This design comes from an exercise in tuning for small area and few clock cycles per item on the open sky130 flow, not from production work.
The RTL was checked by simulation tests, not by an equivalence proof against the original design.

==> flow/design.v (outline; a module is shown in full before it is edited, if it fits) <==
// module stv_mul_inc: 3672 lines
// module stv_mul_dec: 2172 lines
// module stv_s1: 1715 lines
// module stv_pcm: 620 lines
// module stv_sine_rom: 1178 lines
// module stv_cfg_data: 5 lines
// module stv_fa: 4 lines
// module stv_ha: 4 lines
// module swept_tone_voice: 175 lines
module swept_tone_voice #(
    parameter int SINE_TABLE_BITS = stv_pkg::SINE_TABLE_BITS_DEF,
    parameter int COUNT_BITS      = stv_pkg::COUNT_BITS_DEF
) (
    input  logic        i_clk,
    input  logic        i_rst_n,
    input  logic        s_axis_tvalid,
    output logic        s_axis_tready,
    input  logic [23:0] s_axis_tdata,    
    input  logic [0:0]  s_axis_tuser,    
    output logic        m_axis_tvalid,
    input  logic        m_axis_tready,
    output logic [39:0] m_axis_tdata,    
    output logic [0:0]  m_axis_tuser,    
    input  logic        i_cfg_we,
    input  logic [2:0]  i_cfg_index,
    input  logic [31:0] i_cfg_data
);
  // ...
==> flow/run.sh <==
#!/bin/bash
# synth_recipe.tcl (not shown) runs the flow's synth.tcl, then flattens the netlist and writes it again
# the make line also repeats each setting of config.mk as NAME=value (left out here)
make -C /OpenROAD-flow-scripts/flow DESIGN_CONFIG=/design/flow/config.mk WORK_HOME=/design/flow/orfs CLKGATE_MAP_FILE= SYNTH_SCRIPT=/design/flow/synth_recipe.tcl finish
==> flow/config.mk <==
export PLATFORM = sky130hd
export DESIGN_NAME = swept_tone_voice
export DESIGN_NICKNAME = swept_tone_voice
export VERILOG_FILES = /design/flow/design.v
export SDC_FILE = /design/flow/constraint.sdc
export NUM_CORES = 4
export LEC_CHECK = 0
export CAP_MARGIN = 20
export CORE_MARGIN = 2
export CORE_UTILIZATION = 40
export CTS_CLUSTER_DIAMETER = 60
export CTS_CLUSTER_SIZE = 25
export SLEW_MARGIN = 20
export SYNTH_HIERARCHICAL = 1
export SYNTH_MEMORY_MAX_BITS = 32768
export SYNTH_MINIMUM_KEEP_SIZE = 0
==> flow/constraint.sdc <==
create_clock -name core_clock -period 13.0 [get_ports {i_clk}]
set_input_delay 2.6000 -clock core_clock [delete_from_list [all_inputs] [get_ports {i_clk}]]
set_output_delay 2.6000 -clock core_clock [all_outputs]
set_load 0.01 [all_outputs]
==> notes.md, run 1 <==
status=no timing/DRC/antenna violations; Stages on worst setup path=37; final slew viol count=0; remaining antenna violation count=0; worst hold margin=439 ps; DR pass1 iterations=7; Worst Hold Path EP=r_act2; pin count of the biggest net entering global routing=96; clk latency of the worst-skew pair=650 ps; CP endpoint kind=flip-flop; WL final=264000 µm; Max Clock Freq=86.1 MHz; # placed instances=10339; XOR/XNOR Fraction of Synth Area=0.0227; num rows=163; Distinct cells, synth=124; worst setup margin=1380 ps; boundary pin count=108; register area=11000 µm²; Synth async-reset ratio=0; post-synthesis sequential area ratio=0.138; Seq area share=0.129; HPWL after DPL=183000 µm; Ys Warns=8; Fin. Hold Viols=0; clock transition at the registers of the reported paths=70 ps; metal1 wirelength=102000 µm
Testbench counts, summed over its fixed seeds: cycles 19,442, items 18,162.
==> module stv_sine_rom, before the edit <==
module stv_sine_rom (input logic [10:0] a, output logic [15:0] q);
    logic [15:0] w_base;
    logic [9:0] w_slope;
    logic [1:0] w_res;
    logic [13:0] w_lin;
    always_comb begin
        case (a[10:4])
            7'd0: w_base = 16'd0;
            7'd1: w_base = 16'd804;
            7'd2: w_base = 16'd1608;
            7'd3: w_base = 16'd2411;
            7'd4: w_base = 16'd3212;
            7'd5: w_base = 16'd4011;
            7'd6: w_base = 16'd4808;
            7'd7: w_base = 16'd5602;
            7'd8: w_base = 16'd6393;
            7'd9: w_base = 16'd7180;
            7'd10: w_base = 16'd7962;
            7'd11: w_base = 16'd8740;
            7'd12: w_base = 16'd9512;
            7'd13: w_base = 16'd10279;
            7'd14: w_base = 16'd11039;
            7'd15: w_base = 16'd11793;
            7'd16: w_base = 16'd12540;
            7'd17: w_base = 16'd13279;
            7'd18: w_base = 16'd14010;
            7'd19: w_base = 16'd14733;
            7'd20: w_base = 16'd15447;
            7'd21: w_base = 16'd16151;
            7'd22: w_base = 16'd16846;
            7'd23: w_base = 16'd17531;
            7'd24: w_base = 16'd18205;
            7'd25: w_base = 16'd18868;
            7'd26: w_base = 16'd19520;
            7'd27: w_base = 16'd20160;
            7'd28: w_base = 16'd20788;
            7'd29: w_base = 16'd21403;
            7'd30: w_base = 16'd22006;
            7'd31: w_base = 16'd22595;
            7'd32: w_base = 16'd23170;
            7'd33: w_base = 16'd23732;
            7'd34: w_base = 16'd24279;
            7'd35: w_base = 16'd24812;
            7'd36: w_base = 16'd25330;
            7'd37: w_base = 16'd25833;
            7'd38: w_base = 16'd26320;
            7'd39: w_base = 16'd26791;
            7'd40: w_base = 16'd27246;
            7'd41: w_base = 16'd27684;
            7'd42: w_base = 16'd28106;
            7'd43: w_base = 16'd28511;
            7'd44: w_base = 16'd28899;
            7'd45: w_base = 16'd29269;
            7'd46: w_base = 16'd29622;
            7'd47: w_base = 16'd29957;
            7'd48: w_base = 16'd30274;
            7'd49: w_base = 16'd30572;
            7'd50: w_base = 16'd30853;
            7'd51: w_base = 16'd31114;
            7'd52: w_base = 16'd31357;
            7'd53: w_base = 16'd31581;
            7'd54: w_base = 16'd31786;
            7'd55: w_base = 16'd31972;
            7'd56: w_base = 16'd32138;
            7'd57: w_base = 16'd32286;
            7'd58: w_base = 16'd32413;
            7'd59: w_base = 16'd32522;
            7'd60: w_base = 16'd32610;
            7'd61: w_base = 16'd32679;
            7'd62: w_base = 16'd32729;
            7'd63: w_base = 16'd32758;
            7'd64: w_base = 16'd32768;
            default: w_base = 16'd0;
        endcase
    end
    always_comb begin
        case (a[10:4])
            7'd0: w_slope = 10'd804;
            7'd1: w_slope = 10'd804;
            7'd2: w_slope = 10'd803;
            7'd3: w_slope = 10'd801;
            7'd4: w_slope = 10'd799;
            7'd5: w_slope = 10'd797;
            7'd6: w_slope = 10'd794;
            7'd7: w_slope = 10'd791;
            7'd8: w_slope = 10'd787;
            7'd9: w_slope = 10'd782;
            7'd10: w_slope = 10'd778;
            7'd11: w_slope = 10'd772;
            7'd12: w_slope = 10'd767;
            7'd13: w_slope = 10'd760;
            7'd14: w_slope = 10'd754;
            7'd15: w_slope = 10'd747;
            7'd16: w_slope = 10'd739;
            7'd17: w_slope = 10'd731;
            7'd18: w_slope = 10'd723;
            7'd19: w_slope = 10'd714;
            7'd20: w_slope = 10'd704;
            7'd21: w_slope = 10'd695;
            7'd22: w_slope = 10'd685;
            7'd23: w_slope = 10'd674;
            7'd24: w_slope = 10'd663;
            7'd25: w_slope = 10'd652;
            7'd26: w_slope = 10'd640;
            7'd27: w_slope = 10'd628;
            7'd28: w_slope = 10'd615;
            7'd29: w_slope = 10'd603;
            7'd30: w_slope = 10'd589;
            7'd31: w_slope = 10'd575;
            7'd32: w_slope = 10'd562;
            7'd33: w_slope = 10'd547;
            7'd34: w_slope = 10'd533;
            7'd35: w_slope = 10'd518;
            7'd36: w_slope = 10'd503;
            7'd37: w_slope = 10'd487;
            7'd38: w_slope = 10'd471;
            7'd39: w_slope = 10'd455;
            7'd40: w_slope = 10'd438;
            7'd41: w_slope = 10'd422;
            7'd42: w_slope = 10'd405;
            7'd43: w_slope = 10'd388;
            7'd44: w_slope = 10'd370;
            7'd45: w_slope = 10'd353;
            7'd46: w_slope = 10'd335;
            7'd47: w_slope = 10'd317;
            7'd48: w_slope = 10'd298;
            7'd49: w_slope = 10'd281;
            7'd50: w_slope = 10'd261;
            7'd51: w_slope = 10'd243;
            7'd52: w_slope = 10'd224;
            7'd53: w_slope = 10'd205;
            7'd54: w_slope = 10'd186;
            7'd55: w_slope = 10'd166;
            7'd56: w_slope = 10'd148;
            7'd57: w_slope = 10'd127;
            7'd58: w_slope = 10'd109;
            7'd59: w_slope = 10'd88;
            7'd60: w_slope = 10'd69;
            7'd61: w_slope = 10'd50;
            7'd62: w_slope = 10'd29;
            7'd63: w_slope = 10'd10;
            7'd64: w_slope = 10'd0;
            default: w_slope = 10'd0;
        endcase
    end
    always_comb begin
        case (a)
            11'd0: w_res = 2'd0;
            11'd1: w_res = 2'd0;
            11'd2: w_res = 2'd1;
            11'd3: w_res = 2'd1;
            11'd4: w_res = 2'd0;
            11'd5: w_res = 2'd0;
            11'd6: w_res = 2'd1;
            11'd7: w_res = 2'd1;
            11'd8: w_res = 2'd0;
            11'd9: w_res = 2'd0;
            11'd10: w_res = 2'd1;
            11'd11: w_res = 2'd1;
            11'd12: w_res = 2'd0;
            11'd13: w_res = 2'd0;
            11'd14: w_res = 2'd1;
            11'd15: w_res = 2'd1;
            11'd16: w_res = 2'd0;
            11'd17: w_res = 2'd0;
            11'd18: w_res = 2'd1;
            11'd19: w_res = 2'd1;
            11'd20: w_res = 2'd0;
            11'd21: w_res = 2'd0;
            11'd22: w_res = 2'd1;
            11'd23: w_res = 2'd1;
            11'd24: w_res = 2'd0;
            11'd25: w_res = 2'd0;
            11'd26: w_res = 2'd1;
            11'd27: w_res = 2'd1;
            11'd28: w_res = 2'd0;
            11'd29: w_res = 2'd0;
            11'd30: w_res = 2'd0;
            11'd31: w_res = 2'd1;
            11'd32: w_res = 2'd0;
            11'd33: w_res = 2'd0;
            11'd34: w_res = 2'd0;
            11'd35: w_res = 2'd0;
            11'd36: w_res = 2'd1;
            11'd37: w_res = 2'd1;
            11'd38: w_res = 2'd0;
            11'd39: w_res = 2'd0;
            11'd40: w_res = 2'd0;
            11'd41: w_res = 2'd1;
            11'd42: w_res = 2'd1;
            11'd43: w_res = 2'd0;
            11'd44: w_res = 2'd0;
            11'd45: w_res = 2'd0;
            11'd46: w_res = 2'd0;
            11'd47: w_res = 2'd0;
            11'd48: w_res = 2'd0;
            11'd49: w_res = 2'd0;
            11'd50: w_res = 2'd0;
            11'd51: w_res = 2'd0;
            11'd52: w_res = 2'd0;
            11'd53: w_res = 2'd0;
            11'd54: w_res = 2'd0;
            11'd55: w_res = 2'd0;
            11'd56: w_res = 2'd0;
            11'd57: w_res = 2'd0;
            11'd58: w_res = 2'd1;
            11'd59: w_res = 2'd1;
            11'd60: w_res = 2'd1;
            11'd61: w_res = 2'd1;
            11'd62: w_res = 2'd1;
            11'd63: w_res = 2'd1;
            11'd64: w_res = 2'd0;
            11'd65: w_res = 2'd1;
            11'd66: w_res = 2'd1;
            11'd67: w_res = 2'd1;
            11'd68: w_res = 2'd1;
            11'd69: w_res = 2'd1;
            11'd70: w_res = 2'd1;
            11'd71: w_res = 2'd1;
            11'd72: w_res = 2'd1;
            11'd73: w_res = 2'd1;
            11'd74: w_res = 2'd1;
            11'd75: w_res = 2'd1;
            11'd76: w_res = 2'd1;
            11'd77: w_res = 2'd0;
            11'd78: w_res = 2'd0;
            11'd79: w_res = 2'd0;
            11'd80: w_res = 2'd0;
            11'd81: w_res = 2'd1;
            11'd82: w_res = 2'd1;
            11'd83: w_res = 2'd1;
            11'd84: w_res = 2'd1;
            11'd85: w_res = 2'd0;
            11'd86: w_res = 2'd1;
            11'd87: w_res = 2'd1;
            11'd88: w_res = 2'd1;
            11'd89: w_res = 2'd1;
            11'd90: w_res = 2'd1;
            11'd91: w_res = 2'd1;
            11'd92: w_res = 2'd1;
            11'd93: w_res = 2'd1;
            11'd94: w_res = 2'd1;
            11'd95: w_res = 2'd0;
            11'd96: w_res = 2'd0;
            11'd97: w_res = 2'd1;
            11'd98: w_res = 2'd0;
            11'd99: w_res = 2'd1;
            11'd100: w_res = 2'd1;
            11'd101: w_res = 2'd1;
            11'd102: w_res = 2'd1;
            11'd103: w_res = 2'd1;
            11'd104: w_res = 2'd0;
            11'd105: w_res = 2'd1;
            11'd106: w_res = 2'd1;
            11'd107: w_res = 2'd1;
            11'd108: w_res = 2'd1;
            11'd109: w_res = 2'd0;
            11'd110: w_res = 2'd1;
            11'd111: w_res = 2'd1;
            11'd112: w_res = 2'd0;
            11'd113: w_res = 2'd1;
            11'd114: w_res = 2'd1;
            11'd115: w_res = 2'd1;
            11'd116: w_res = 2'd1;
            11'd117: w_res = 2'd1;
            11'd118: w_res = 2'd1;
            11'd119: w_res = 2'd0;
            11'd120: w_res = 2'd1;
            11'd121: w_res = 2'd1;
            11'd122: w_res = 2'd1;
            11'd123: w_res = 2'd1;
            11'd124: w_res = 2'd0;
            11'd125: w_res = 2'd1;
            11'd126: w_res = 2'd0;
            11'd127: w_res = 2'd0;
            11'd128: w_res = 2'd0;
            11'd129: w_res = 2'd0;
            11'd130: w_res = 2'd0;
            11'd131: w_res = 2'd1;
            11'd132: w_res = 2'd1;
            11'd133: w_res = 2'd1;
            11'd134: w_res = 2'd0;
            11'd135: w_res = 2'd0;
            11'd136: w_res = 2'd1;
            11'd137: w_res = 2'd1;
            11'd138: w_res = 2'd1;
            11'd139: w_res = 2'd0;
            11'd140: w_res = 2'd0;
            11'd141: w_res = 2'd0;
            11'd142: w_res = 2'd0;
            11'd143: w_res = 2'd0;
            11'd144: w_res = 2'd0;
            11'd145: w_res = 2'd1;
            11'd146: w_res = 2'd1;
            11'd147: w_res = 2'd1;
            11'd148: w_res = 2'd1;
            11'd149: w_res = 2'd1;
            11'd150: w_res = 2'd0;
            11'd151: w_res = 2'd0;
            11'd152: w_res = 2'd0;
            11'd153: w_res = 2'd1;
            11'd154: w_res = 2'd1;
            11'd155: w_res = 2'd1;
            11'd156: w_res = 2'd1;
            11'd157: w_res = 2'd1;
            11'd158: w_res = 2'd0;
            11'd159: w_res = 2'd0;
            11'd160: w_res = 2'd0;
            11'd161: w_res = 2'd1;
            11'd162: w_res = 2'd0;
            11'd163: w_res = 2'd1;
            11'd164: w_res = 2'd1;
            11'd165: w_res = 2'd1;
            11'd166: w_res = 2'd1;
            11'd167: w_res = 2'd1;
            11'd168: w_res = 2'd0;
            11'd169: w_res = 2'd1;
            11'd170: w_res = 2'd1;
            11'd171: w_res = 2'd1;
            11'd172: w_res = 2'd1;
            11'd173: w_res = 2'd0;
            11'd174: w_res = 2'd1;
            11'd175: w_res = 2'd0;
            11'd176: w_res = 2'd0;
            11'd177: w_res = 2'd0;
            11'd178: w_res = 2'd0;
            11'd179: w_res = 2'd1;
            11'd180: w_res = 2'd0;
            11'd181: w_res = 2'd1;
            11'd182: w_res = 2'd1;
            11'd183: w_res = 2'd1;
            11'd184: w_res = 2'd1;
            11'd185: w_res = 2'd1;
            11'd186: w_res = 2'd1;
            11'd187: w_res = 2'd1;
            11'd188: w_res = 2'd0;
            11'd189: w_res = 2'd1;
            11'd190: w_res = 2'd1;
            11'd191: w_res = 2'd1;
            11'd192: w_res = 2'd0;
            11'd193: w_res = 2'd1;
            11'd194: w_res = 2'd1;
            11'd195: w_res = 2'd1;
            11'd196: w_res = 2'd1;
            11'd197: w_res = 2'd1;
            11'd198: w_res = 2'd1;
            11'd199: w_res = 2'd1;
            11'd200: w_res = 2'd1;
            11'd201: w_res = 2'd1;
            11'd202: w_res = 2'd1;
            11'd203: w_res = 2'd1;
            11'd204: w_res = 2'd1;
            11'd205: w_res = 2'd0;
            11'd206: w_res = 2'd0;
            11'd207: w_res = 2'd0;
            11'd208: w_res = 2'd0;
            11'd209: w_res = 2'd0;
            11'd210: w_res = 2'd0;
            11'd211: w_res = 2'd1;
            11'd212: w_res = 2'd0;
            11'd213: w_res = 2'd1;
            11'd214: w_res = 2'd1;
            11'd215: w_res = 2'd1;
            11'd216: w_res = 2'd1;
            11'd217: w_res = 2'd1;
            11'd218: w_res = 2'd1;
            11'd219: w_res = 2'd1;
            11'd220: w_res = 2'd1;
            11'd221: w_res = 2'd1;
            11'd222: w_res = 2'd1;
            11'd223: w_res = 2'd1;
            11'd224: w_res = 2'd0;
            11'd225: w_res = 2'd1;
            11'd226: w_res = 2'd1;
            11'd227: w_res = 2'd1;
            11'd228: w_res = 2'd1;
            11'd229: w_res = 2'd2;
            11'd230: w_res = 2'd2;
            11'd231: w_res = 2'd2;
            11'd232: w_res = 2'd1;
            11'd233: w_res = 2'd1;
            11'd234: w_res = 2'd1;
            11'd235: w_res = 2'd1;
            11'd236: w_res = 2'd1;
            11'd237: w_res = 2'd1;
            11'd238: w_res = 2'd1;
            11'd239: w_res = 2'd1;
            11'd240: w_res = 2'd0;
            11'd241: w_res = 2'd1;
            11'd242: w_res = 2'd1;
            11'd243: w_res = 2'd1;
            11'd244: w_res = 2'd1;
            11'd245: w_res = 2'd1;
            11'd246: w_res = 2'd1;
            11'd247: w_res = 2'd2;
            11'd248: w_res = 2'd1;
            11'd249: w_res = 2'd1;
            11'd250: w_res = 2'd2;
            11'd251: w_res = 2'd1;
            11'd252: w_res = 2'd1;
            11'd253: w_res = 2'd1;
            11'd254: w_res = 2'd1;
            11'd255: w_res = 2'd0;
            11'd256: w_res = 2'd0;
            11'd257: w_res = 2'd0;
            11'd258: w_res = 2'd1;
            11'd259: w_res = 2'd1;
            11'd260: w_res = 2'd1;
            11'd261: w_res = 2'd2;
            11'd262: w_res = 2'd1;
            11'd263: w_res = 2'd1;
            11'd264: w_res = 2'd1;
            11'd265: w_res = 2'd2;
            11'd266: w_res = 2'd2;
            11'd267: w_res = 2'd1;
            11'd268: w_res = 2'd1;
            11'd269: w_res = 2'd1;
            11'd270: w_res = 2'd1;
            11'd271: w_res = 2'd1;
            11'd272: w_res = 2'd0;
            11'd273: w_res = 2'd1;
            11'd274: w_res = 2'd1;
            11'd275: w_res = 2'd1;
            11'd276: w_res = 2'd2;
            11'd277: w_res = 2'd1;
            11'd278: w_res = 2'd1;
            11'd279: w_res = 2'd2;
            11'd280: w_res = 2'd2;
            11'd281: w_res = 2'd1;
            11'd282: w_res = 2'd2;
            11'd283: w_res = 2'd2;
            11'd284: w_res = 2'd1;
            11'd285: w_res = 2'd2;
            11'd286: w_res = 2'd1;
            11'd287: w_res = 2'd1;
            11'd288: w_res = 2'd0;
            11'd289: w_res = 2'd1;
            11'd290: w_res = 2'd1;
            11'd291: w_res = 2'd1;
            11'd292: w_res = 2'd2;
            11'd293: w_res = 2'd2;
            11'd294: w_res = 2'd1;
            11'd295: w_res = 2'd1;
            11'd296: w_res = 2'd2;
            11'd297: w_res = 2'd2;
            11'd298: w_res = 2'd2;
            11'd299: w_res = 2'd1;
            11'd300: w_res = 2'd1;
            11'd301: w_res = 2'd1;
            11'd302: w_res = 2'd1;
            11'd303: w_res = 2'd1;
            11'd304: w_res = 2'd0;
            11'd305: w_res = 2'd1;
            11'd306: w_res = 2'd1;
            11'd307: w_res = 2'd1;
            11'd308: w_res = 2'd1;
            11'd309: w_res = 2'd1;
            11'd310: w_res = 2'd2;
            11'd311: w_res = 2'd1;
            11'd312: w_res = 2'd1;
            11'd313: w_res = 2'd2;
            11'd314: w_res = 2'd1;
            11'd315: w_res = 2'd2;
            11'd316: w_res = 2'd1;
            11'd317: w_res = 2'd1;
            11'd318: w_res = 2'd1;
            11'd319: w_res = 2'd0;
            11'd320: w_res = 2'd0;
            11'd321: w_res = 2'd0;
            11'd322: w_res = 2'd0;
            11'd323: w_res = 2'd1;
            11'd324: w_res = 2'd1;
            11'd325: w_res = 2'd1;
            11'd326: w_res = 2'd1;
            11'd327: w_res = 2'd1;
            11'd328: w_res = 2'd1;
            11'd329: w_res = 2'd1;
            11'd330: w_res = 2'd1;
            11'd331: w_res = 2'd1;
            11'd332: w_res = 2'd1;
            11'd333: w_res = 2'd1;
            11'd334: w_res = 2'd1;
            11'd335: w_res = 2'd1;
            11'd336: w_res = 2'd0;
            11'd337: w_res = 2'd1;
            11'd338: w_res = 2'd2;
            11'd339: w_res = 2'd1;
            11'd340: w_res = 2'd2;
            11'd341: w_res = 2'd1;
            11'd342: w_res = 2'd2;
            11'd343: w_res = 2'd1;
            11'd344: w_res = 2'd2;
            11'd345: w_res = 2'd2;
            11'd346: w_res = 2'd2;
            11'd347: w_res = 2'd2;
            11'd348: w_res = 2'd1;
            11'd349: w_res = 2'd2;
            11'd350: w_res = 2'd1;
            11'd351: w_res = 2'd1;
            11'd352: w_res = 2'd0;
            11'd353: w_res = 2'd1;
            11'd354: w_res = 2'd1;
            11'd355: w_res = 2'd1;
            11'd356: w_res = 2'd1;
            11'd357: w_res = 2'd1;
            11'd358: w_res = 2'd2;
            11'd359: w_res = 2'd2;
            11'd360: w_res = 2'd2;
            11'd361: w_res = 2'd2;
            11'd362: w_res = 2'd1;
            11'd363: w_res = 2'd2;
            11'd364: w_res = 2'd2;
            11'd365: w_res = 2'd1;
            11'd366: w_res = 2'd1;
            11'd367: w_res = 2'd0;
            11'd368: w_res = 2'd0;
            11'd369: w_res = 2'd0;
            11'd370: w_res = 2'd1;
            11'd371: w_res = 2'd1;
            11'd372: w_res = 2'd1;
            11'd373: w_res = 2'd2;
            11'd374: w_res = 2'd2;
            11'd375: w_res = 2'd2;
            11'd376: w_res = 2'd1;
            11'd377: w_res = 2'd1;
            11'd378: w_res = 2'd1;
            11'd379: w_res = 2'd1;
            11'd380: w_res = 2'd1;
            11'd381: w_res = 2'd1;
            11'd382: w_res = 2'd1;
            11'd383: w_res = 2'd1;
            11'd384: w_res = 2'd0;
            11'd385: w_res = 2'd1;
            11'd386: w_res = 2'd1;
            11'd387: w_res = 2'd1;
            11'd388: w_res = 2'd2;
            11'd389: w_res = 2'd1;
            11'd390: w_res = 2'd2;
            11'd391: w_res = 2'd1;
            11'd392: w_res = 2'd2;
            11'd393: w_res = 2'd2;
            11'd394: w_res = 2'd2;
            11'd395: w_res = 2'd2;
            11'd396: w_res = 2'd1;
            11'd397: w_res = 2'd2;
            11'd398: w_res = 2'd1;
            11'd399: w_res = 2'd1;
            11'd400: w_res = 2'd0;
            11'd401: w_res = 2'd1;
            11'd402: w_res = 2'd1;
            11'd403: w_res = 2'd1;
            11'd404: w_res = 2'd1;
            11'd405: w_res = 2'd2;
            11'd406: w_res = 2'd2;
            11'd407: w_res = 2'd2;
            11'd408: w_res = 2'd1;
            11'd409: w_res = 2'd2;
            11'd410: w_res = 2'd2;
            11'd411: w_res = 2'd1;
            11'd412: w_res = 2'd1;
            11'd413: w_res = 2'd2;
            11'd414: w_res = 2'd1;
            11'd415: w_res = 2'd0;
            11'd416: w_res = 2'd0;
            11'd417: w_res = 2'd0;
            11'd418: w_res = 2'd1;
            11'd419: w_res = 2'd1;
            11'd420: w_res = 2'd1;
            11'd421: w_res = 2'd1;
            11'd422: w_res = 2'd1;
            11'd423: w_res = 2'd1;
            11'd424: w_res = 2'd1;
            11'd425: w_res = 2'd1;
            11'd426: w_res = 2'd1;
            11'd427: w_res = 2'd1;
            11'd428: w_res = 2'd1;
            11'd429: w_res = 2'd1;
            11'd430: w_res = 2'd1;
            11'd431: w_res = 2'd0;
            11'd432: w_res = 2'd0;
            11'd433: w_res = 2'd1;
            11'd434: w_res = 2'd1;
            11'd435: w_res = 2'd2;
            11'd436: w_res = 2'd1;
            11'd437: w_res = 2'd1;
            11'd438: w_res = 2'd2;
            11'd439: w_res = 2'd2;
            11'd440: w_res = 2'd1;
            11'd441: w_res = 2'd2;
            11'd442: w_res = 2'd2;
            11'd443: w_res = 2'd2;
            11'd444: w_res = 2'd1;
            11'd445: w_res = 2'd1;
            11'd446: w_res = 2'd1;
            11'd447: w_res = 2'd1;
            11'd448: w_res = 2'd0;
            11'd449: w_res = 2'd1;
            11'd450: w_res = 2'd1;
            11'd451: w_res = 2'd1;
            11'd452: w_res = 2'd2;
            11'd453: w_res = 2'd1;
            11'd454: w_res = 2'd2;
            11'd455: w_res = 2'd2;
            11'd456: w_res = 2'd2;
            11'd457: w_res = 2'd3;
            11'd458: w_res = 2'd2;
            11'd459: w_res = 2'd2;
            11'd460: w_res = 2'd2;
            11'd461: w_res = 2'd2;
            11'd462: w_res = 2'd1;
            11'd463: w_res = 2'd1;
            11'd464: w_res = 2'd0;
            11'd465: w_res = 2'd1;
            11'd466: w_res = 2'd1;
            11'd467: w_res = 2'd1;
            11'd468: w_res = 2'd2;
            11'd469: w_res = 2'd2;
            11'd470: w_res = 2'd2;
            11'd471: w_res = 2'd2;
            11'd472: w_res = 2'd2;
            11'd473: w_res = 2'd2;
            11'd474: w_res = 2'd2;
            11'd475: w_res = 2'd2;
            11'd476: w_res = 2'd1;
            11'd477: w_res = 2'd2;
            11'd478: w_res = 2'd1;
            11'd479: w_res = 2'd0;
            11'd480: w_res = 2'd0;
            11'd481: w_res = 2'd1;
            11'd482: w_res = 2'd1;
            11'd483: w_res = 2'd1;
            11'd484: w_res = 2'd1;
            11'd485: w_res = 2'd1;
            11'd486: w_res = 2'd2;
            11'd487: w_res = 2'd2;
            11'd488: w_res = 2'd2;
            11'd489: w_res = 2'd2;
            11'd490: w_res = 2'd1;
            11'd491: w_res = 2'd2;
            11'd492: w_res = 2'd2;
            11'd493: w_res = 2'd1;
            11'd494: w_res = 2'd1;
            11'd495: w_res = 2'd0;
            11'd496: w_res = 2'd0;
            11'd497: w_res = 2'd1;
            11'd498: w_res = 2'd2;
            11'd499: w_res = 2'd2;
            11'd500: w_res = 2'd2;
            11'd501: w_res = 2'd2;
            11'd502: w_res = 2'd2;
            11'd503: w_res = 2'd2;
            11'd504: w_res = 2'd2;
            11'd505: w_res = 2'd2;
            11'd506: w_res = 2'd2;
            11'd507: w_res = 2'd2;
            11'd508: w_res = 2'd2;
            11'd509: w_res = 2'd2;
            11'd510: w_res = 2'd1;
            11'd511: w_res = 2'd1;
            11'd512: w_res = 2'd0;
            11'd513: w_res = 2'd1;
            11'd514: w_res = 2'd1;
            11'd515: w_res = 2'd2;
            11'd516: w_res = 2'd2;
            11'd517: w_res = 2'd3;
            11'd518: w_res = 2'd3;
            11'd519: w_res = 2'd3;
            11'd520: w_res = 2'd2;
            11'd521: w_res = 2'd2;
            11'd522: w_res = 2'd2;
            11'd523: w_res = 2'd2;
            11'd524: w_res = 2'd2;
            11'd525: w_res = 2'd2;
            11'd526: w_res = 2'd2;
            11'd527: w_res = 2'd1;
            11'd528: w_res = 2'd0;
            11'd529: w_res = 2'd1;
            11'd530: w_res = 2'd1;
            11'd531: w_res = 2'd2;
            11'd532: w_res = 2'd2;
            11'd533: w_res = 2'd3;
            11'd534: w_res = 2'd2;
            11'd535: w_res = 2'd2;
            11'd536: w_res = 2'd3;
            11'd537: w_res = 2'd3;
            11'd538: w_res = 2'd3;
            11'd539: w_res = 2'd2;
            11'd540: w_res = 2'd2;
            11'd541: w_res = 2'd2;
            11'd542: w_res = 2'd2;
            11'd543: w_res = 2'd2;
            11'd544: w_res = 2'd0;
            11'd545: w_res = 2'd1;
            11'd546: w_res = 2'd2;
            11'd547: w_res = 2'd2;
            11'd548: w_res = 2'd2;
            11'd549: w_res = 2'd3;
            11'd550: w_res = 2'd3;
            11'd551: w_res = 2'd2;
            11'd552: w_res = 2'd3;
            11'd553: w_res = 2'd3;
            11'd554: w_res = 2'd2;
            11'd555: w_res = 2'd2;
            11'd556: w_res = 2'd2;
            11'd557: w_res = 2'd1;
            11'd558: w_res = 2'd1;
            11'd559: w_res = 2'd1;
            11'd560: w_res = 2'd0;
            11'd561: w_res = 2'd1;
            11'd562: w_res = 2'd2;
            11'd563: w_res = 2'd1;
            11'd564: w_res = 2'd2;
            11'd565: w_res = 2'd3;
            11'd566: w_res = 2'd2;
            11'd567: w_res = 2'd3;
            11'd568: w_res = 2'd2;
            11'd569: w_res = 2'd2;
            11'd570: w_res = 2'd3;
            11'd571: w_res = 2'd2;
            11'd572: w_res = 2'd2;
            11'd573: w_res = 2'd2;
            11'd574: w_res = 2'd1;
            11'd575: w_res = 2'd1;
            11'd576: w_res = 2'd0;
            11'd577: w_res = 2'd1;
            11'd578: w_res = 2'd2;
            11'd579: w_res = 2'd1;
            11'd580: w_res = 2'd2;
            11'd581: w_res = 2'd2;
            11'd582: w_res = 2'd2;
            11'd583: w_res = 2'd2;
            11'd584: w_res = 2'd2;
            11'd585: w_res = 2'd3;
            11'd586: w_res = 2'd2;
            11'd587: w_res = 2'd2;
            11'd588: w_res = 2'd1;
            11'd589: w_res = 2'd1;
            11'd590: w_res = 2'd1;
            11'd591: w_res = 2'd1;
            11'd592: w_res = 2'd0;
            11'd593: w_res = 2'd0;
            11'd594: w_res = 2'd1;
            11'd595: w_res = 2'd1;
            11'd596: w_res = 2'd2;
            11'd597: w_res = 2'd1;
            11'd598: w_res = 2'd2;
            11'd599: w_res = 2'd2;
            11'd600: w_res = 2'd2;
            11'd601: w_res = 2'd2;
            11'd602: w_res = 2'd2;
            11'd603: w_res = 2'd2;
            11'd604: w_res = 2'd1;
            11'd605: w_res = 2'd1;
            11'd606: w_res = 2'd0;
            11'd607: w_res = 2'd1;
            11'd608: w_res = 2'd0;
            11'd609: w_res = 2'd0;
            11'd610: w_res = 2'd1;
            11'd611: w_res = 2'd1;
            11'd612: w_res = 2'd2;
            11'd613: w_res = 2'd1;
            11'd614: w_res = 2'd2;
            11'd615: w_res = 2'd2;
            11'd616: w_res = 2'd2;
            11'd617: w_res = 2'd2;
            11'd618: w_res = 2'd2;
            11'd619: w_res = 2'd2;
            11'd620: w_res = 2'd1;
            11'd621: w_res = 2'd2;
            11'd622: w_res = 2'd1;
            11'd623: w_res = 2'd1;
            11'd624: w_res = 2'd0;
            11'd625: w_res = 2'd1;
            11'd626: w_res = 2'd1;
            11'd627: w_res = 2'd1;
            11'd628: w_res = 2'd2;
            11'd629: w_res = 2'd2;
            11'd630: w_res = 2'd2;
            11'd631: w_res = 2'd2;
            11'd632: w_res = 2'd2;
            11'd633: w_res = 2'd3;
            11'd634: w_res = 2'd2;
            11'd635: w_res = 2'd2;
            11'd636: w_res = 2'd1;
            11'd637: w_res = 2'd2;
            11'd638: w_res = 2'd1;
            11'd639: w_res = 2'd1;
            11'd640: w_res = 2'd0;
            11'd641: w_res = 2'd0;
            11'd642: w_res = 2'd1;
            11'd643: w_res = 2'd1;
            11'd644: w_res = 2'd2;
            11'd645: w_res = 2'd2;
            11'd646: w_res = 2'd2;
            11'd647: w_res = 2'd3;
            11'd648: w_res = 2'd2;
            11'd649: w_res = 2'd2;
            11'd650: w_res = 2'd3;
            11'd651: w_res = 2'd2;
            11'd652: w_res = 2'd2;
            11'd653: w_res = 2'd2;
            11'd654: w_res = 2'd1;
            11'd655: w_res = 2'd1;
            11'd656: w_res = 2'd0;
            11'd657: w_res = 2'd1;
            11'd658: w_res = 2'd2;
            11'd659: w_res = 2'd2;
            11'd660: w_res = 2'd2;
            11'd661: w_res = 2'd3;
            11'd662: w_res = 2'd2;
            11'd663: w_res = 2'd3;
            11'd664: w_res = 2'd2;
            11'd665: w_res = 2'd3;
            11'd666: w_res = 2'd3;
            11'd667: w_res = 2'd2;
            11'd668: w_res = 2'd2;
            11'd669: w_res = 2'd2;
            11'd670: w_res = 2'd1;
            11'd671: w_res = 2'd1;
            11'd672: w_res = 2'd0;
            11'd673: w_res = 2'd1;
            11'd674: w_res = 2'd2;
            11'd675: w_res = 2'd2;
            11'd676: w_res = 2'd2;
            11'd677: w_res = 2'd2;
            11'd678: w_res = 2'd3;
            11'd679: w_res = 2'd2;
            11'd680: w_res = 2'd3;
            11'd681: w_res = 2'd3;
            11'd682: w_res = 2'd2;
            11'd683: w_res = 2'd2;
            11'd684: w_res = 2'd2;
            11'd685: w_res = 2'd1;
            11'd686: w_res = 2'd1;
            11'd687: w_res = 2'd1;
            11'd688: w_res = 2'd0;
            11'd689: w_res = 2'd1;
            11'd690: w_res = 2'd1;
            11'd691: w_res = 2'd2;
            11'd692: w_res = 2'd2;
            11'd693: w_res = 2'd2;
            11'd694: w_res = 2'd2;
            11'd695: w_res = 2'd3;
            11'd696: w_res = 2'd2;
            11'd697: w_res = 2'd2;
            11'd698: w_res = 2'd2;
            11'd699: w_res = 2'd2;
            11'd700: w_res = 2'd1;
            11'd701: w_res = 2'd1;
            11'd702: w_res = 2'd1;
            11'd703: w_res = 2'd1;
            11'd704: w_res = 2'd0;
            11'd705: w_res = 2'd0;
            11'd706: w_res = 2'd1;
            11'd707: w_res = 2'd2;
            11'd708: w_res = 2'd2;
            11'd709: w_res = 2'd2;
            11'd710: w_res = 2'd3;
            11'd711: w_res = 2'd3;
            11'd712: w_res = 2'd2;
            11'd713: w_res = 2'd2;
            11'd714: w_res = 2'd2;
            11'd715: w_res = 2'd2;
            11'd716: w_res = 2'd2;
            11'd717: w_res = 2'd2;
            11'd718: w_res = 2'd2;
            11'd719: w_res = 2'd2;
            11'd720: w_res = 2'd0;
            11'd721: w_res = 2'd1;
            11'd722: w_res = 2'd1;
            11'd723: w_res = 2'd2;
            11'd724: w_res = 2'd2;
            11'd725: w_res = 2'd2;
            11'd726: w_res = 2'd3;
            11'd727: w_res = 2'd3;
            11'd728: w_res = 2'd3;
            11'd729: w_res = 2'd3;
            11'd730: w_res = 2'd3;
            11'd731: w_res = 2'd3;
            11'd732: w_res = 2'd2;
            11'd733: w_res = 2'd2;
            11'd734: w_res = 2'd2;
            11'd735: w_res = 2'd1;
            11'd736: w_res = 2'd0;
            11'd737: w_res = 2'd1;
            11'd738: w_res = 2'd2;
            11'd739: w_res = 2'd2;
            11'd740: w_res = 2'd2;
            11'd741: w_res = 2'd3;
            11'd742: w_res = 2'd3;
            11'd743: w_res = 2'd3;
            11'd744: w_res = 2'd3;
            11'd745: w_res = 2'd3;
            11'd746: w_res = 2'd2;
            11'd747: w_res = 2'd2;
            11'd748: w_res = 2'd2;
            11'd749: w_res = 2'd1;
            11'd750: w_res = 2'd1;
            11'd751: w_res = 2'd0;
            11'd752: w_res = 2'd0;
            11'd753: w_res = 2'd1;
            11'd754: w_res = 2'd1;
            11'd755: w_res = 2'd2;
            11'd756: w_res = 2'd2;
            11'd757: w_res = 2'd2;
            11'd758: w_res = 2'd3;
            11'd759: w_res = 2'd3;
            11'd760: w_res = 2'd3;
            11'd761: w_res = 2'd2;
            11'd762: w_res = 2'd2;
            11'd763: w_res = 2'd3;
            11'd764: w_res = 2'd2;
            11'd765: w_res = 2'd2;
            11'd766: w_res = 2'd1;
            11'd767: w_res = 2'd0;
            11'd768: w_res = 2'd0;
            11'd769: w_res = 2'd1;
            11'd770: w_res = 2'd1;
            11'd771: w_res = 2'd2;
            11'd772: w_res = 2'd2;
            11'd773: w_res = 2'd2;
            11'd774: w_res = 2'd3;
            11'd775: w_res = 2'd3;
            11'd776: w_res = 2'd2;
            11'd777: w_res = 2'd3;
            11'd778: w_res = 2'd2;
            11'd779: w_res = 2'd3;
            11'd780: w_res = 2'd2;
            11'd781: w_res = 2'd2;
            11'd782: w_res = 2'd2;
            11'd783: w_res = 2'd1;
            11'd784: w_res = 2'd0;
            11'd785: w_res = 2'd1;
            11'd786: w_res = 2'd1;
            11'd787: w_res = 2'd2;
            11'd788: w_res = 2'd2;
            11'd789: w_res = 2'd3;
            11'd790: w_res = 2'd3;
            11'd791: w_res = 2'd3;
            11'd792: w_res = 2'd3;
            11'd793: w_res = 2'd2;
            11'd794: w_res = 2'd3;
            11'd795: w_res = 2'd2;
            11'd796: w_res = 2'd2;
            11'd797: w_res = 2'd1;
            11'd798: w_res = 2'd2;
            11'd799: w_res = 2'd1;
            11'd800: w_res = 2'd0;
            11'd801: w_res = 2'd0;
            11'd802: w_res = 2'd1;
            11'd803: w_res = 2'd2;
            11'd804: w_res = 2'd2;
            11'd805: w_res = 2'd2;
            11'd806: w_res = 2'd3;
            11'd807: w_res = 2'd2;
            11'd808: w_res = 2'd3;
            11'd809: w_res = 2'd3;
            11'd810: w_res = 2'd2;
            11'd811: w_res = 2'd2;
            11'd812: w_res = 2'd2;
            11'd813: w_res = 2'd2;
            11'd814: w_res = 2'd1;
            11'd815: w_res = 2'd1;
            11'd816: w_res = 2'd0;
            11'd817: w_res = 2'd1;
            11'd818: w_res = 2'd2;
            11'd819: w_res = 2'd2;
            11'd820: w_res = 2'd3;
            11'd821: w_res = 2'd3;
            11'd822: w_res = 2'd2;
            11'd823: w_res = 2'd3;
            11'd824: w_res = 2'd3;
            11'd825: w_res = 2'd3;
            11'd826: w_res = 2'd3;
            11'd827: w_res = 2'd2;
            11'd828: w_res = 2'd2;
            11'd829: w_res = 2'd2;
            11'd830: w_res = 2'd2;
            11'd831: w_res = 2'd1;
            11'd832: w_res = 2'd0;
            11'd833: w_res = 2'd1;
            11'd834: w_res = 2'd1;
            11'd835: w_res = 2'd1;
            11'd836: w_res = 2'd2;
            11'd837: w_res = 2'd2;
            11'd838: w_res = 2'd2;
            11'd839: w_res = 2'd2;
            11'd840: w_res = 2'd2;
            11'd841: w_res = 2'd2;
            11'd842: w_res = 2'd2;
            11'd843: w_res = 2'd2;
            11'd844: w_res = 2'd2;
            11'd845: w_res = 2'd1;
            11'd846: w_res = 2'd1;
            11'd847: w_res = 2'd1;
            11'd848: w_res = 2'd0;
            11'd849: w_res = 2'd1;
            11'd850: w_res = 2'd2;
            11'd851: w_res = 2'd2;
            11'd852: w_res = 2'd2;
            11'd853: w_res = 2'd2;
            11'd854: w_res = 2'd3;
            11'd855: w_res = 2'd3;
            11'd856: w_res = 2'd3;
            11'd857: w_res = 2'd3;
            11'd858: w_res = 2'd2;
            11'd859: w_res = 2'd3;
            11'd860: w_res = 2'd3;
            11'd861: w_res = 2'd2;
            11'd862: w_res = 2'd1;
            11'd863: w_res = 2'd1;
            11'd864: w_res = 2'd0;
            11'd865: w_res = 2'd1;
            11'd866: w_res = 2'd1;
            11'd867: w_res = 2'd2;
            11'd868: w_res = 2'd2;
            11'd869: w_res = 2'd2;
            11'd870: w_res = 2'd3;
            11'd871: w_res = 2'd3;
            11'd872: w_res = 2'd2;
            11'd873: w_res = 2'd3;
            11'd874: w_res = 2'd2;
            11'd875: w_res = 2'd3;
            11'd876: w_res = 2'd2;
            11'd877: w_res = 2'd1;
            11'd878: w_res = 2'd2;
            11'd879: w_res = 2'd1;
            11'd880: w_res = 2'd0;
            11'd881: w_res = 2'd1;
            11'd882: w_res = 2'd2;
            11'd883: w_res = 2'd2;
            11'd884: w_res = 2'd2;
            11'd885: w_res = 2'd3;
            11'd886: w_res = 2'd3;
            11'd887: w_res = 2'd3;
            11'd888: w_res = 2'd3;
            11'd889: w_res = 2'd3;
            11'd890: w_res = 2'd3;
            11'd891: w_res = 2'd2;
            11'd892: w_res = 2'd3;
            11'd893: w_res = 2'd3;
            11'd894: w_res = 2'd2;
            11'd895: w_res = 2'd2;
            11'd896: w_res = 2'd0;
            11'd897: w_res = 2'd1;
            11'd898: w_res = 2'd2;
            11'd899: w_res = 2'd2;
            11'd900: w_res = 2'd2;
            11'd901: w_res = 2'd2;
            11'd902: w_res = 2'd3;
            11'd903: w_res = 2'd3;
            11'd904: w_res = 2'd2;
            11'd905: w_res = 2'd3;
            11'd906: w_res = 2'd3;
            11'd907: w_res = 2'd3;
            11'd908: w_res = 2'd2;
            11'd909: w_res = 2'd1;
            11'd910: w_res = 2'd1;
            11'd911: w_res = 2'd1;
            11'd912: w_res = 2'd0;
            11'd913: w_res = 2'd1;
            11'd914: w_res = 2'd2;
            11'd915: w_res = 2'd2;
            11'd916: w_res = 2'd2;
            11'd917: w_res = 2'd3;
            11'd918: w_res = 2'd3;
            11'd919: w_res = 2'd3;
            11'd920: w_res = 2'd3;
            11'd921: w_res = 2'd3;
            11'd922: w_res = 2'd3;
            11'd923: w_res = 2'd3;
            11'd924: w_res = 2'd2;
            11'd925: w_res = 2'd2;
            11'd926: w_res = 2'd1;
            11'd927: w_res = 2'd1;
            11'd928: w_res = 2'd0;
            11'd929: w_res = 2'd2;
            11'd930: w_res = 2'd2;
            11'd931: w_res = 2'd2;
            11'd932: w_res = 2'd2;
            11'd933: w_res = 2'd2;
            11'd934: w_res = 2'd3;
            11'd935: w_res = 2'd3;
            11'd936: w_res = 2'd3;
            11'd937: w_res = 2'd3;
            11'd938: w_res = 2'd2;
            11'd939: w_res = 2'd3;
            11'd940: w_res = 2'd2;
            11'd941: w_res = 2'd2;
            11'd942: w_res = 2'd1;
            11'd943: w_res = 2'd0;
            11'd944: w_res = 2'd0;
            11'd945: w_res = 2'd1;
            11'd946: w_res = 2'd1;
            11'd947: w_res = 2'd2;
            11'd948: w_res = 2'd2;
            11'd949: w_res = 2'd2;
            11'd950: w_res = 2'd2;
            11'd951: w_res = 2'd3;
            11'd952: w_res = 2'd2;
            11'd953: w_res = 2'd3;
            11'd954: w_res = 2'd2;
            11'd955: w_res = 2'd3;
            11'd956: w_res = 2'd2;
            11'd957: w_res = 2'd2;
            11'd958: w_res = 2'd1;
            11'd959: w_res = 2'd1;
            11'd960: w_res = 2'd0;
            11'd961: w_res = 2'd1;
            11'd962: w_res = 2'd2;
            11'd963: w_res = 2'd3;
            11'd964: w_res = 2'd2;
            11'd965: w_res = 2'd3;
            11'd966: w_res = 2'd3;
            11'd967: w_res = 2'd3;
            11'd968: w_res = 2'd3;
            11'd969: w_res = 2'd3;
            11'd970: w_res = 2'd3;
            11'd971: w_res = 2'd3;
            11'd972: w_res = 2'd3;
            11'd973: w_res = 2'd2;
            11'd974: w_res = 2'd2;
            11'd975: w_res = 2'd1;
            11'd976: w_res = 2'd0;
            11'd977: w_res = 2'd1;
            11'd978: w_res = 2'd1;
            11'd979: w_res = 2'd2;
            11'd980: w_res = 2'd2;
            11'd981: w_res = 2'd3;
            11'd982: w_res = 2'd3;
            11'd983: w_res = 2'd3;
            11'd984: w_res = 2'd2;
            11'd985: w_res = 2'd2;
            11'd986: w_res = 2'd2;
            11'd987: w_res = 2'd2;
            11'd988: w_res = 2'd2;
            11'd989: w_res = 2'd2;
            11'd990: w_res = 2'd1;
            11'd991: w_res = 2'd1;
            11'd992: w_res = 2'd0;
            11'd993: w_res = 2'd1;
            11'd994: w_res = 2'd1;
            11'd995: w_res = 2'd2;
            11'd996: w_res = 2'd2;
            11'd997: w_res = 2'd2;
            11'd998: w_res = 2'd3;
            11'd999: w_res = 2'd3;
            11'd1000: w_res = 2'd3;
            11'd1001: w_res = 2'd3;
            11'd1002: w_res = 2'd2;
            11'd1003: w_res = 2'd3;
            11'd1004: w_res = 2'd3;
            11'd1005: w_res = 2'd2;
            11'd1006: w_res = 2'd2;
            11'd1007: w_res = 2'd1;
            11'd1008: w_res = 2'd0;
            11'd1009: w_res = 2'd1;
            11'd1010: w_res = 2'd1;
            11'd1011: w_res = 2'd2;
            11'd1012: w_res = 2'd2;
            11'd1013: w_res = 2'd2;
            11'd1014: w_res = 2'd3;
            11'd1015: w_res = 2'd3;
            11'd1016: w_res = 2'd3;
            11'd1017: w_res = 2'd3;
            11'd1018: w_res = 2'd3;
            11'd1019: w_res = 2'd3;
            11'd1020: w_res = 2'd2;
            11'd1021: w_res = 2'd2;
            11'd1022: w_res = 2'd2;
            11'd1023: w_res = 2'd1;
            11'd1024: w_res = 2'd0;
            default: w_res = 2'd0;
        endcase
    end
    assign w_lin = w_slope * a[3:0];
    assign q = w_base + {6'd0, w_lin[13:4]} + {14'd0, w_res};
endmodule
==> inputs of run 2 (changes only) <==
--- a/flow/design.v
+++ b/flow/design.v
@@ -8224,7 +8224,6 @@
     logic [15:0] w_base;
     logic [9:0] w_slope;
     logic [1:0] w_res;
-    logic [13:0] w_lin;
     always_comb begin
         case (a[10:4])
             7'd0: w_base = 16'd0;
@@ -9395,8 +9394,115 @@
             default: w_res = 2'd0;
         endcase
     end
-    assign w_lin = w_slope * a[3:0];
-    assign q = w_base + {6'd0, w_lin[13:4]} + {14'd0, w_res};
+    logic [9:0] w_pp0;
+    assign w_pp0 = w_slope & {10{a[0]}};
+    logic [9:0] w_pp1;
+    assign w_pp1 = w_slope & {10{a[1]}};
+    logic [9:0] w_pp2;
+    assign w_pp2 = w_slope & {10{a[2]}};
+    logic [9:0] w_pp3;
+    assign w_pp3 = w_slope & {10{a[3]}};
+    logic r1;
+    logic r2;
+    logic r3;
+    logic r4;
+    logic r5;
+    logic r6;
+    logic r7;
+    logic r8;
+    logic r9;
+    logic r10;
+    logic r11;
+    logic r12;
+    logic r13;
+    logic r14;
+    logic r15;
+    logic r16;
+    logic r17;
+    logic r18;
+    logic r19;
+    logic r20;
+    logic r21;
+    logic r22;
+    logic r23;
+    logic r24;
+    logic r25;
+    logic r26;
+    logic r27;
+    logic r28;
+    logic r29;
+    logic r30;
+    logic r31;
+    logic r32;
+    logic r33;
+    logic r34;
+    logic r35;
+    logic r36;
+    logic r37;
+    logic r38;
+    logic r39;
+    logic r40;
+    logic r41;
+    logic r42;
+    logic r43;
+    logic r44;
+    logic r45;
+    logic r46;
+    logic r47;
+    logic r48;
+    logic r49;
+    logic r50;
+    logic r51;
+    logic r52;
+    logic r53;
+    logic r54;
+    logic r55;
+    logic r56;
+    logic r57;
+    logic r58;
+    logic r59;
+    logic r60;
+    logic r61;
+    logic r62;
+    logic r63;
+    logic r64;
+    stv_fa u_r1 (.a(w_pp0[4]), .b(w_pp1[3]), .c(w_pp2[2]), .s(r1), .co(r2));
+    stv_fa u_r3 (.a(w_pp0[5]), .b(w_pp1[4]), .c(w_pp2[3]), .s(r3), .co(r4));
+    stv_ha u_r5 (.a(w_pp3[2]), .b(w_base[1]), .s(r5), .co(r6));
+    stv_fa u_r7 (.a(w_pp0[6]), .b(w_pp1[5]), .c(w_pp2[4]), .s(r7), .co(r8));
+    stv_ha u_r9 (.a(w_pp3[3]), .b(w_base[2]), .s(r9), .co(r10));
+    stv_fa u_r11 (.a(w_pp0[7]), .b(w_pp1[6]), .c(w_pp2[5]), .s(r11), .co(r12));
+    stv_ha u_r13 (.a(w_pp3[4]), .b(w_base[3]), .s(r13), .co(r14));
+    stv_fa u_r15 (.a(w_pp0[8]), .b(w_pp1[7]), .c(w_pp2[6]), .s(r15), .co(r16));
+    stv_ha u_r17 (.a(w_pp3[5]), .b(w_base[4]), .s(r17), .co(r18));
+    stv_fa u_r19 (.a(w_pp0[9]), .b(w_pp1[8]), .c(w_pp2[7]), .s(r19), .co(r20));
+    stv_ha u_r21 (.a(w_pp3[6]), .b(w_base[5]), .s(r21), .co(r22));
+    stv_fa u_r23 (.a(w_pp1[9]), .b(w_pp2[8]), .c(w_pp3[7]), .s(r23), .co(r24));
+    stv_ha u_r25 (.a(w_pp0[3]), .b(w_pp1[2]), .s(r25), .co(r26));
+    stv_fa u_r27 (.a(r1), .b(w_pp3[1]), .c(w_base[0]), .s(r27), .co(r28));
+    stv_fa u_r29 (.a(r3), .b(r5), .c(w_res[1]), .s(r29), .co(r30));
+    stv_fa u_r31 (.a(r7), .b(r9), .c(r4), .s(r31), .co(r32));
+    stv_fa u_r33 (.a(r11), .b(r13), .c(r8), .s(r33), .co(r34));
+    stv_fa u_r35 (.a(r15), .b(r17), .c(r12), .s(r35), .co(r36));
+    stv_fa u_r37 (.a(r19), .b(r21), .c(r16), .s(r37), .co(r38));
+    stv_fa u_r39 (.a(r23), .b(w_base[6]), .c(r20), .s(r39), .co(r40));
+    stv_fa u_r41 (.a(w_pp2[9]), .b(w_pp3[8]), .c(w_base[7]), .s(r41), .co(r42));
+    stv_ha u_r43 (.a(w_pp0[2]), .b(w_pp1[1]), .s(r43), .co(r44));
+    stv_fa u_r45 (.a(r25), .b(w_pp2[1]), .c(w_pp3[0]), .s(r45), .co(r46));
+    stv_fa u_r47 (.a(r27), .b(w_res[0]), .c(r26), .s(r47), .co(r48));
+    stv_fa u_r49 (.a(r29), .b(r2), .c(r28), .s(r49), .co(r50));
+    stv_fa u_r51 (.a(r31), .b(r6), .c(r30), .s(r51), .co(r52));
+    stv_fa u_r53 (.a(r33), .b(r10), .c(r32), .s(r53), .co(r54));
+    stv_fa u_r55 (.a(r35), .b(r14), .c(r34), .s(r55), .co(r56));
+    stv_fa u_r57 (.a(r37), .b(r18), .c(r36), .s(r57), .co(r58));
+    stv_fa u_r59 (.a(r39), .b(r22), .c(r38), .s(r59), .co(r60));
+    stv_fa u_r61 (.a(r41), .b(r24), .c(r40), .s(r61), .co(r62));
+    stv_fa u_r63 (.a(w_pp3[9]), .b(w_base[8]), .c(r42), .s(r63), .co(r64));
+    logic [19:0] w_r0, w_r1, w_sum;
+    assign w_r0 = {w_base[15], w_base[14], w_base[13], w_base[12], w_base[11], w_base[10], w_base[9], r63, r61, r59, r57, r55, r53, r51, r49, r47, r45, r43, w_pp0[1], w_pp0[0]};
+    assign w_r1 = {1'b0, 1'b0, 1'b0, 1'b0, 1'b0, 1'b0, r64, r62, r60, r58, r56, r54, r52, r50, r48, r46, r44, w_pp2[0], w_pp1[0], 1'b0};
+    assign w_sum = w_r0 + w_r1;
+    assign q = w_sum[19:4];
 endmodule
 module stv_cfg_data (input logic [31:0] i_data, input logic i_rst_n,
                      output logic [31:0] o_d0, output logic [24:0] o_d1);
--- a/flow/config.mk
+++ b/flow/config.mk
@@ -8,6 +8,7 @@
 export CAP_MARGIN = 20
 export CORE_MARGIN = 2
 export CORE_UTILIZATION = 40
+export CTS_BUF_LIST = sky130_fd_sc_hd__clkbuf_8 sky130_fd_sc_hd__clkbuf_16
 export CTS_CLUSTER_DIAMETER = 60
 export CTS_CLUSTER_SIZE = 25
 export SLEW_MARGIN = 20
==> run 2 against run 1 <==
Against the previous run:
- sequential share of layout area grew 0.090 points
- non-clock buffer count is 5 higher
- setup slack better by 110 ps
- sequential cell count did not move
- wire length is 1.5% lower
- clock-buffer cell count down 4
- global-route usage down 0.19 points
- first-iteration DRC count up 8.4%
- critical endpoint is now r_inc[19]
- highest routed layer unchanged
==> notes.md, run 2 <==
Setup TNS=0 ps (unchanged); CP endpoint kind=flip-flop (unchanged); worst hold margin=418 ps (was 439 ps); worst slew pin tran=1130 ps (was 1200 ps); core area=197000 µm² (was 198000 µm²); Setup CP Type=in2reg (unchanged); crit path DAT=11970 ps (was 11930 ps); Most flops, register=r_cfg (unchanged); Ys Warns=8 (unchanged); R2R Setup Slk=1900 ps (was 1410 ps); critical path data required time=13460 ps (was 13310 ps); Startpoint Class=input port (unchanged); # hold bufs at CTS=0 (unchanged); synth cell count leaders=nand2_1, fa_1, clkbuf_1, ha_1, edfxtp_1 (unchanged); remaining antenna violation count=0 (unchanged); DRC viols=0 (unchanged); setup violators final=0 (unchanged); cts bufs inserted=40 (unchanged); CTS H-tree lvls=2 (unchanged); crit share post-route=0.885 (was 0.894); Max-slew headroom=0.245 (was 0.200); total gr overflow=0 (unchanged); routability cong.=0.910 (was 0.951); Crit path top cell by count=fa_1; unrepaired setup endpoints after global routing=no (unchanged); Layout area overhead=7.45% (was 7.30%); num rows=163 (unchanged); Port-buffer cells=95 (unchanged); max reg flops=177 (unchanged); worst slack at placement=1080 ps (was 861 ps); most frequent cells in the layout=nand2_1, fa_1, ha_1, edfxtp_1, a21oi_1 (unchanged); final slew viol count=0 (unchanged); non-filler instance count after layout=10332 (was 10415); status=no timing/DRC/antenna violations (unchanged); # placed instances=10253 (was 10339); Mapped Cells=7759 (was 7853); Min-Delay Path Class=reg2reg (unchanged); Yosys reg bits=368 (unchanged); CTS resizes=0 (unchanged); Fin. Hold Viols=0 (unchanged); CTS tree=yes (unchanged); leading register cell type out of synthesis=edfxtp_1 (unchanged); DR WL/cell=25.2 µm (was 25.4 µm); WL final=260000 µm (was 264000 µm); number of synthesized flops with an enable pin=365 (unchanged); deepest clock path buffer count=3 (unchanged); clk latency of the worst-skew pair=610 ps (was 650 ps); Die W=449 µm (was 451 µm); worst setup margin=1490 ps (was 1380 ps); vias in the first global route=66044 (was 67709); most numerous cell in the Yosys netlist=nand2_1 (unchanged); die area=201000 µm² (was 203000 µm²); final core occ=0.432 (was 0.433); CTS Root Cell=clkbuf_16 (unchanged); clock sinks=368 (unchanged); Layout Nets=10021 (was 10117); die span in y=449 µm (was 451 µm); Setup Skew=27.8 ps (was 74.6 ps); Final min period=11510 ps (was 11620 ps); vias per cell=5.90 (was 5.92); top cells by area, synth=fa_1, edfxtp_1, nand2_1 (unchanged); biggest regs=r_cfg: 177 flops, r_inc: 32 flops, r_phase: 32 flops (unchanged); Placed Instance Area=83500 µm² (was 84100 µm²); global-route wire length before repair=400000 µm (was 406000 µm); Distinct cells, synth=116 (was 124); top cell type's share of synthesized area=0.489 (was 0.483); pin count of the biggest net entering global routing=116 (was 96); number of setup buffers added after CTS=0 (unchanged); commonest non-fill, non-tap cell in the layout=nand2_1 (unchanged); Synth async-reset ratio=0 (unchanged); global-route total usage across every layer=0.258 (was 0.260); Max-cap violations=0 (unchanged); post-synthesis sequential area ratio=0.139 (was 0.138); HPWL after DPL=182000 µm (was 183000 µm); syn_area_per_cell=10.2 µm² (about the same); DRT iter0 DRCs=6316 (was 5829); clock transition at the registers of the reported paths=80 ps (was 70 ps); Via Count=60950 (was 61649); initial antenna violation count=10 (was 11); Yosys top cell by area=fa_1 (unchanged); CP max-delay cell=nand2_1 (was xnor2_2); DR pass1 iterations=5 (was 7); layout cell share with drive strength beyond 1=0.0587 (was 0.0588); boundary pin count=108 (unchanged); max incr delay on CP=630 ps (was 640 ps); initial core utilization=0.402 (was 0.403); fin area=85000 µm² (was 85600 µm²); synthesized cell area=79100 µm² (was 79800 µm²); Max Clock Freq=86.9 MHz (was 86.1 MHz); crit-path max FO=50 (was 17)
[run 2: cell types whose count changed in the layout (fill, tap and decap cells not counted), moves of 8 or more]
cell / change
inv_1: -21
ha_1: -16
nor2b_1: -15
a21o_1: -13
or3_1: -13
o21ai_0: -12
nor4_1: -11
a31oi_1: +9
buf_4: +9
maj3_2: +9
nand2_1: -9
a211oi_1: +8
o311ai_0: -8
[run 2: area by class of cell]
class	count	area, µm²
multi-input cells	6696	65700
flip-flops and latches	368	11000
inverters	221	830
clock buffers	40	1000
diodes	4	10.0
fillers	18748	112000
clock inverters	34	425
well taps	2640	3300
repair buffers	329	2740
[run 2: per-layer routing]
metal,vias up,routed length [µm],part of all wire,GRT usage
li1,24997,-,-,-
met1,31702,99400,0.38,0.333
met2,3492,123000,0.47,0.425
met3,757,25200,0.097,0.0509
met4,2,12500,0.048,0.103
met5,-,15,0.000058,0
[run 2: kinds of logic after synthesis]
logic type	synth area share
simple gates	0.161
buf+inv	0.0379
other cells	0.000285
flops	0.139
xor+xnor	0.0219
fa+ha+maj	0.549
mux	0.0114
compound gates	0.0791
[run 2: critical path, delay by kind of cell]
family	cells	cell delay, ps
AOI/OAI and AO/OA	4	1000
and+or+nand+nor	8	2550
adders and majority gates	9	4420
buffers and inverters	4	1280
[run 2: final timing paths]
| kind | startpoint | cells after the start | endpoint |
|---|---|---|---|
| worst max register to register | r_idx[5] | 37 | r_env[22] |
| worst min register to register | r_act1 | 0 | r_act2 |
| worst max-delay path | s_axis_tuser[0] | 25 | r_inc[19] |
| worst min-delay path | r_act1 | 0 | r_act2 |
[run 2: per-module statistics from Yosys (local to each module, per instance)]
module | area [µm²] | times used | cells | flip-flops and latches
stv_sine_rom | 5310 | 1 | 846 | 0
stv_pcm | 1090 | 1 | 147 | 0
stv_ha | 12.5 | 47 | 1 | 0
stv_fa | 20.0 | 1885 | 1 | 0
stv_mul_inc | 6640 | 1 | 1453 | 0
stv_mul_dec | 4010 | 1 | 844 | 0
swept_tone_voice | 19600 | 1 | 1751 | 368
stv_cfg_data | 398 | 1 | 63 | 0
stv_s1 | 3730 | 1 | 723 | 0
Testbench counts of run 2, summed over its fixed seeds: cycles 19,442, items 18,162.
==> inputs of run 3 (changes only) <==
--- a/flow/config.mk
+++ b/flow/config.mk
@@ -8,7 +8,6 @@
 export CAP_MARGIN = 20
 export CORE_MARGIN = 2
 export CORE_UTILIZATION = 40
-export CTS_BUF_LIST = sky130_fd_sc_hd__clkbuf_8 sky130_fd_sc_hd__clkbuf_16
 export CTS_CLUSTER_DIAMETER = 60
 export CTS_CLUSTER_SIZE = 25
 export SLEW_MARGIN = 20
==> run 3 against run 2 <==
Against the previous run:
- setup slack worse by 13 ps
- highest routed layer unchanged
- clock-buffer cell count is 2 higher
- register-to-register slack is essentially flat
- cell count is essentially flat
- maximum frequency decreased by 0.11%
- sequential cell count stayed put
- sequential share of layout area hardly changed
- core utilization barely moved
- die area unchanged
==> notes.md, run 3 <==
Worst Hold Path EP=r_act2 (unchanged); pin count of the biggest net entering global routing=116 (unchanged); hold path cells=0 (unchanged); synthesized cell area=79100 µm² (unchanged); initial antenna violation count=10 (unchanged); max reg flops=177 (unchanged); Most flops, register=r_cfg (unchanged); Via Count=60903 (was 60950); R2R Setup Slk=1890 ps (was 1900 ps); Min-Delay Path Class=reg2reg (unchanged); most numerous cell in the Yosys netlist=nand2_1 (unchanged); Synth async-reset ratio=0 (unchanged); Final min period=11520 ps (was 11510 ps); HPWL after DPL=182000 µm (unchanged); most frequent cells in the layout=nand2_1, fa_1, ha_1, edfxtp_1, a21oi_1 (unchanged); RR Startpoint=r_idx[5] (unchanged); hold_sp=r_act1 (unchanged); top cells by area, synth=fa_1, edfxtp_1, nand2_1 (unchanged); Setup CP Type=in2reg (unchanged); total gr overflow=0 (unchanged); crit-path max FO=50 (unchanged); worst setup margin=1480 ps (was 1490 ps); commonest non-fill, non-tap cell in the layout=nand2_1 (unchanged); CP endpoint kind=flip-flop (unchanged); critical path data required time=13470 ps (was 13460 ps); Die W=449 µm (unchanged); deepest clock path buffer count=3 (unchanged); clk latency of the worst-skew pair=610 ps (about the same); crit path DAT=11990 ps (was 11970 ps); number of synthesized flops with an enable pin=365 (unchanged); DR pass1 iterations=6 (was 5); biggest regs=r_cfg: 177 flops, r_inc: 32 flops, r_phase: 32 flops (unchanged); Distinct cells, synth=116 (unchanged); Yosys reg bits=368 (unchanged); number of setup buffers added after CTS=0 (unchanged); die area=201000 µm² (unchanged); syn_area_per_cell=10.2 µm² (unchanged); setup violators final=0 (unchanged); clock sinks=368 (unchanged); CTS resizes=0 (unchanged); Max-cap violations=0 (unchanged); DRT iter0 DRCs=6316 (unchanged); worst reg2reg endpoint=r_env[22] (unchanged); Setup Skew=26.5 ps (was 27.8 ps); fin area=85000 µm² (about the same); remaining antenna violation count=0 (unchanged); CTS tree=yes (unchanged); vias per cell=5.90 (about the same); status=no timing/DRC/antenna violations (unchanged); post-synthesis sequential area ratio=0.139 (unchanged); layout cell share with drive strength beyond 1=0.0587 (unchanged); Max Clock Freq=86.8 MHz (was 86.9 MHz); WL final=260000 µm (about the same); core area=197000 µm² (unchanged); Layout area overhead=7.44% (was 7.45%); vias in the first global route=66044 (unchanged); Max-slew headroom=0.246 (was 0.245); Ys Warns=8 (unchanged); crit share post-route=0.886 (was 0.885); cts bufs inserted=40 (unchanged); leading register cell type out of synthesis=edfxtp_1 (unchanged); Fin. Hold Viols=0 (unchanged); final slew viol count=0 (unchanged); CTS H-tree lvls=2 (unchanged); global-route wire length before repair=400000 µm (unchanged)
-- run 3: how the worst max path moves through the flow --
stage / endpoint / cells after the start / startpoint / slack (ps)
final: r_inc[19] / 25 / s_axis_tuser[0] / 1480
after global routing: r_inc[29] / 25 / s_axis_tuser[0] / 1070
after global placement: r_inc[19] / 25 / s_axis_tuser[0] / 1080
after CTS: r_inc[19] / 25 / s_axis_tuser[0] / 1710
after detailed placement: r_inc[19] / 26 / s_axis_tuser[0] / 1080
after floorplan: r_inc[20] / 35 / s_axis_tuser[0] / 220
-- run 3: logic make-up after synthesis --
logic type	Yosys count	share of synthesized area
AO/OA/AOI/OAI	956	0.0791
XOR/XNOR	196	0.0219
adder cells (fa/ha/maj)	2317	0.549
buffers and inverters	776	0.0379
flip-flops	368	0.139
multiplexers	77	0.0114
other	6	0.000285
AND/OR/NAND/NOR	3063	0.161
-- run 3: per-module statistics from Yosys (local to each module, per instance) --
module	flops+latches	area (µm²)
swept_tone_voice	368	19600
stv_ha	0	12.5
stv_fa	0	20.0
stv_s1	0	3730
stv_cfg_data	0	398
stv_mul_dec	0	4010
stv_sine_rom	0	5310
stv_mul_inc	0	6640
stv_pcm	0	1090
-- run 3: final cells by class --
class,instances,area [µm²]
clock inverters,32,418
clock buffers,42,1010
fillers,18746,112000
multi-input cells,6696,65700
repair buffers,329,2740
inverters,221,830
well taps,2640,3300
diodes,1,2.50
flip-flops and latches,368,11000
-- run 3: critical path, cell delays in order --
cell and delay (ps):
buf_4 420, buf_12 300, nand2_1 80, nand2_1 600, buf_4 570, nand2_1 150
fa_1 550, fa_1 600, fa_1 470, fa_1 550, fa_1 530, fa_1 520
fa_1 540, ha_1 320, nand4_1 130, or2_1 290, or4_1 500, o21ai_2 390
nand3b_1 180, a31oi_1 210, fa_1 430, inv_1 50, or2_2 560, o21ai_0 220
nand2_1 110
-- run 3: metrics by stage --
stage / cells
2_1_floorplan: 7840
3_3_place_gp: 10253
3_5_place_dp: 10253
4_1_cts: 10327
5_1_grt: 10329
6_report: 10329
-- run 3: per-layer routing --
layer	wire length, µm	track usage	up-vias
li1	-	-	24994
met1	99000	0.333	31643
met2	123000	0.425	3498
met3	25500	0.0509	766
met4	12500	0.103	2
met5	15	0	-

==> separate check: timing with driven ports <==
No port has a modelled driver above. Below, the same layouts with a new extraction and two added sets of constraints. Step 1 sets driving cells, clkbuf_16 on the clock port and buf_2 on the other inputs (assumed; they add their load-dependent delay and slew). Step 2 moves the port delays by t, midway between the first and last clock arrival at a register: inputs arrive t later, outputs are due t later. That takes back most of the time a late clock gives input paths. a / b / c = no drivers / after step 1 / after step 2; a / b = the first two.
run | shift t [ns] | setup slack, ns | latest minus earliest clock arrival (ns) | worst data-port slew with drivers (ns) | pins driven straight from the clock port
run 1 | 0.668 | 1.379 / 1.321 / 0.652 | 0.083 / 0.083 | 0.17 | 1
run 2 | 0.654 | 1.491 / 1.382 / 0.728 | 0.028 / 0.028 | 0.16 | 1
run 3 | 0.655 | 1.479 / 1.383 / 0.729 | 0.027 / 0.027 | 0.15 | 1
After both steps every run listed still meets setup and hold. The setup slack of run 2, which loses most, moves by -0.109 ns with the drivers and by -0.763 ns with both steps.
